This design comes from an exercise in tuning for small area, a short achievable clock period and few clock cycles per item on the open sky130 flow, not from production work. Function was checked by simulation only, so behaviour that the tests miss may differ from the original. No activity file was given, so power comes from the tool's default toggle rates.

## flash_log_item_directory
module flash_log_item_directory #(
    parameter int ENTRY_COUNT = 35
) (
    input  logic        i_clk,
    input  logic        i_rst_n,
    input  logic        i_s_axis_tvalid,
    output logic        o_s_axis_tready,
    input  logic [63:0] i_s_axis_tdata,   
    input  logic [1:0]  i_s_axis_tuser,   
    output logic        o_m_axis_tvalid,
    input  logic        i_m_axis_tready,
    output logic [47:0] o_m_axis_tdata,   
    output logic [1:0]  o_m_axis_tuser    
);
For scale: roughly 5,800 cells after synthesis, about 120 I/O pins, about 0.093 mm^2 of cells after synthesis.
clock: 8.0 ns
lec_check: 0
cap_margin: 20
core_margin: 2
core_utilization: 40
setup_slack_margin: 5
slew_margin: 20
tns_end_percent: 5
run.sh (not shown) runs the stock make flow with config.mk's settings and CLKGATE_MAP_FILE= SYNTH_SCRIPT=/design/flow/synth_recipe.tcl, a recipe that flattens the netlist after the stock synthesis.
Testbench counts at the start, summed over its fixed seeds: cycles 4,824, items 4,800.
Rerun with:
Settings changed: SETUP_SLACK_MARGIN 5 to 4.5.
What happened: The new run finished clean; critical path depth is unchanged; sequential power hardly moves; routed wire length decreases by 2.9%; power hardly moves; clock-buffer cell count does not change; synthesized cell count stays the same; setup slack degrades by 0.28 ns; via count came out lower by 2.3%; core utilization decreases by 1.2 points; die area stays the same.

The RTL this note starts from:
==> flow/design.v <==
module flash_log_item_directory #(
    parameter int ENTRY_COUNT = 35
) (
    input  logic        i_clk,
    input  logic        i_rst_n,
    input  logic        i_s_axis_tvalid,
    output logic        o_s_axis_tready,
    input  logic [63:0] i_s_axis_tdata,   
    input  logic [1:0]  i_s_axis_tuser,   
    output logic        o_m_axis_tvalid,
    input  logic        i_m_axis_tready,
    output logic [47:0] o_m_axis_tdata,   
    output logic [1:0]  o_m_axis_tuser    
);
    localparam int N = ENTRY_COUNT;
    localparam logic [1:0] OP_RECORD     = 2'd0;
    localparam logic [1:0] OP_LOOKUP     = 2'd1;
    localparam logic [1:0] OP_INVALIDATE = 2'd2;
    logic [N-1:0][7:0]  r_id;
    logic [N-1:0][23:0] r_addr;
    logic [N-1:0][23:0] r_len;
    logic [N-1:0]       r_vld;    
    logic [N-1:0]       r_ge;     
    logic [N-1:0]       w_we;
    logic [7:0]         w_id;
    logic [23:0]        w_addr;
    logic [23:0]        w_len;
    logic               w_idff;
    logic        q_v;
    logic        q_rec, q_lk, q_inv, q_keyff;
    logic [7:0]  q_id;
    logic [7:0]  q_blk;
    logic        q_en;
    logic [23:0] q_addr;
    logic [23:0] q_len;
    logic         k_v;
    logic [1:0]   k_f;
    logic [N-1:0] k_sel;
    logic        o_v, o1_v, o_rdy;
    logic [49:0] o_d, o1_d;
    logic        fire;
    logic        drain;
    logic        take;
    logic        n_q_v, n_o1_v;
    assign fire            = q_v & ~o1_v;
    assign drain           = k_v & ~o1_v;
    assign take            = o_v & i_m_axis_tready;
    assign o_s_axis_tready = o_rdy;           
    assign q_en            = ~q_v | ~o1_v;
    assign o_m_axis_tvalid = o_v;
    assign o_m_axis_tdata  = o_d[47:0];
    assign o_m_axis_tuser  = o_d[49:48];
    logic [N-1:0] eq, beq, idff, cand, lm, clr, bsel;
    logic [N-1:0] c_hi, c_sel, l_lo, l_sel, we;
    logic         w_eq, w_beq;
    logic         any_c, any_chi, any_l, any_llo, sel_empty;
    logic [47:0]  lk_data;
    logic [1:0]   res_f;
    logic [49:0]  res;
    assign w_eq  = (w_id == q_id);
    assign w_beq = (w_addr[23:16] == q_blk);
    always_comb begin
        for (int p = 0; p < N; p++) begin
            eq[p]   = w_we[p] ? w_eq   : (r_id[p] == q_id);
            beq[p]  = w_we[p] ? w_beq  : (r_addr[p][23:16] == q_blk);
            idff[p] = w_we[p] ? w_idff : &r_id[p];
            cand[p] = ~r_vld[p] | idff[p] | eq[p];
            lm[p]   = q_lk & (r_vld[p] ? eq[p] : q_keyff);
            clr[p]  = r_vld[p] & ~idff[p] & beq[p];
            bsel[p] = r_ge[p] & ((p == 0) ? 1'b1 : ~r_ge[(p == 0) ? 0 : p - 1]);
        end
        c_hi = cand & r_ge;
        l_lo = lm & ~r_ge;
        any_c   = |cand;
        any_chi = |c_hi;
        any_l   = |lm;
        any_llo = |l_lo;
        for (int p = 0; p < N; p++) begin
            logic below_hi, below_c;
            below_hi = 1'b0;
            below_c  = 1'b0;
            for (int k = 0; k < p; k++) begin
                below_hi |= c_hi[k];
                below_c  |= cand[k];
            end
            c_sel[p] = any_chi ? (c_hi[p] & ~below_hi) : (cand[p] & ~below_c);
        end
        for (int p = 0; p < N; p++) begin
            logic above_lo, above_l;
            above_lo = 1'b0;
            above_l  = 1'b0;
            for (int k = p + 1; k < N; k++) begin
                above_lo |= l_lo[k];
                above_l  |= lm[k];
            end
            l_sel[p] = any_llo ? (l_lo[p] & ~above_lo) : (lm[p] & ~above_l);
        end
        we    = (fire & q_rec) ? (any_c ? c_sel : bsel) : '0;
        res_f = {q_rec & ~any_c, any_l};
        lk_data = '0;
        for (int p = 0; p < N; p++) begin
            lk_data |= {r_len[p], r_addr[p]} & {48{k_sel[p]}};
        end
        sel_empty = |(k_sel & ~r_vld);
        lk_data  |= {48{sel_empty}};
        res = {k_f, lk_data};
    end
    always_ff @(posedge i_clk) begin
        for (int p = 0; p < N; p++) begin
            if (w_we[p]) begin
                r_id[p]   <= w_id;
                r_addr[p] <= w_addr;
                r_len[p]  <= w_len;
            end
        end
        w_id   <= q_id;
        w_addr <= q_addr;
        w_len  <= q_len;
        w_idff <= q_keyff;
    end
    always_ff @(posedge i_clk) begin
        if (!i_rst_n) begin
            r_vld <= '0;
            r_ge  <= '1;
            w_we  <= '0;
        end else begin
            w_we <= we;
            if (fire & q_inv)
                r_vld <= r_vld & ~clr;
            else
                r_vld <= r_vld | we;
            if (fire & q_rec & ~any_c)
                r_ge <= (r_ge & ~bsel) | {N{bsel[N-1]}};
        end
    end
    always_ff @(posedge i_clk) begin
        if (q_en) begin
            q_rec   <= (i_s_axis_tuser == OP_RECORD);
            q_lk    <= (i_s_axis_tuser == OP_LOOKUP);
            q_inv   <= (i_s_axis_tuser == OP_INVALIDATE);
            q_keyff <= &i_s_axis_tdata[7:0];
            q_id    <= i_s_axis_tdata[7:0];
            q_blk   <= i_s_axis_tdata[63:56];
            q_addr  <= i_s_axis_tdata[31:8];
            q_len   <= i_s_axis_tdata[55:32];
        end
    end
    always_ff @(posedge i_clk) begin
        if (!o1_v) begin
            k_f   <= res_f;
            k_sel <= l_sel;
        end
        if (!o_v | take)
            o_d <= o1_v ? o1_d : res;
        if (!o1_v)
            o1_d <= res;
    end
    assign n_q_v  = (i_s_axis_tvalid & q_en) | (q_v & ~fire);
    assign n_o1_v = o1_v ? ~take : (drain & o_v & ~take);
    always_ff @(posedge i_clk) begin
        if (!i_rst_n) begin
            q_v   <= 1'b0;
            k_v   <= 1'b0;
            o_v   <= 1'b0;
            o1_v  <= 1'b0;
            o_rdy <= 1'b1;
        end else begin
            q_v   <= n_q_v;
            k_v   <= fire | (k_v & o1_v);
            o_v   <= o1_v | drain | (o_v & ~take);
            o1_v  <= n_o1_v;
            o_rdy <= ~n_q_v | ~n_o1_v;
        end
    end
endmodule
clock: 8.0 ns
lec_check: 0
cap_margin: 20
core_margin: 2
core_utilization: 60
cts_buf_list: sky130_fd_sc_hd__clkbuf_8
setup_slack_margin: 4.5
slew_margin: 20
tns_end_percent: 5
Testbench counts at the start, summed over its fixed seeds: cycles 4,824, items 4,800.
Next try:
--- a/flow/config.mk
+++ b/flow/config.mk
@@ -8,6 +8,5 @@
 export CAP_MARGIN = 20
 export CORE_MARGIN = 2
-export CORE_UTILIZATION = 60
-export CTS_BUF_LIST = sky130_fd_sc_hd__clkbuf_8
+export CORE_UTILIZATION = 40
 export SETUP_SLACK_MARGIN = 4.5
 export SLEW_MARGIN = 20
Sequential power is about the same.
Utilization goes down by 22 points.
Synthesized area stays the same.
First-iteration DRC count goes down by about 13%.
Worst hold slack gets worse by 0.021 ns.
Non-clock buffer count goes up by 33.
Setup slack gets better by 0.16 ns.

-- static timing again, ports no longer ideal --
Ports are ideal in the flow. The routed layouts listed here were re-timed in OpenROAD. Step 1 (the two cells are an assumption about what drives the block):
set clk [get_ports {i_clk}]
set_driving_cell -lib_cell sky130_fd_sc_hd__clkbuf_16 $clk
set_driving_cell -lib_cell sky130_fd_sc_hd__buf_2 [delete_from_list [all_inputs] $clk]
Step 2 times the ports against the registers' clock, not the clock port: input delays grow and output delays shrink by t, the midpoint of the rising clock arrivals with the driver on. a / b / c = ideal ports / drivers / drivers and shift; a / b = the first two.
| run | t (ns) | setup WS [ns] | worst setup path after step 2 | clock arrival spread, ns |
|---|---|---|---|---|
| the first run of note 1 | 0.982 | 4.524 / 4.522 / 4.309 | input to register | 0.060 / 0.061 |
| the second run of note 1 | 0.966 | 4.242 / 4.206 / 4.242 | register to register | 0.049 / 0.049 |
| the first run of note 2 | 1.099 | 3.957 / 3.957 / 3.957 | register to register | 0.100 / 0.099 |
| the second run of note 2 | 0.982 | 4.119 / 4.119 / 4.119 | register to register | 0.097 / 0.097 |
After both steps every run listed still meets setup and hold. The setup slack of the first run of note 1, which loses most, moves by -0.002 ns with the drivers and by -0.215 ns with both steps.
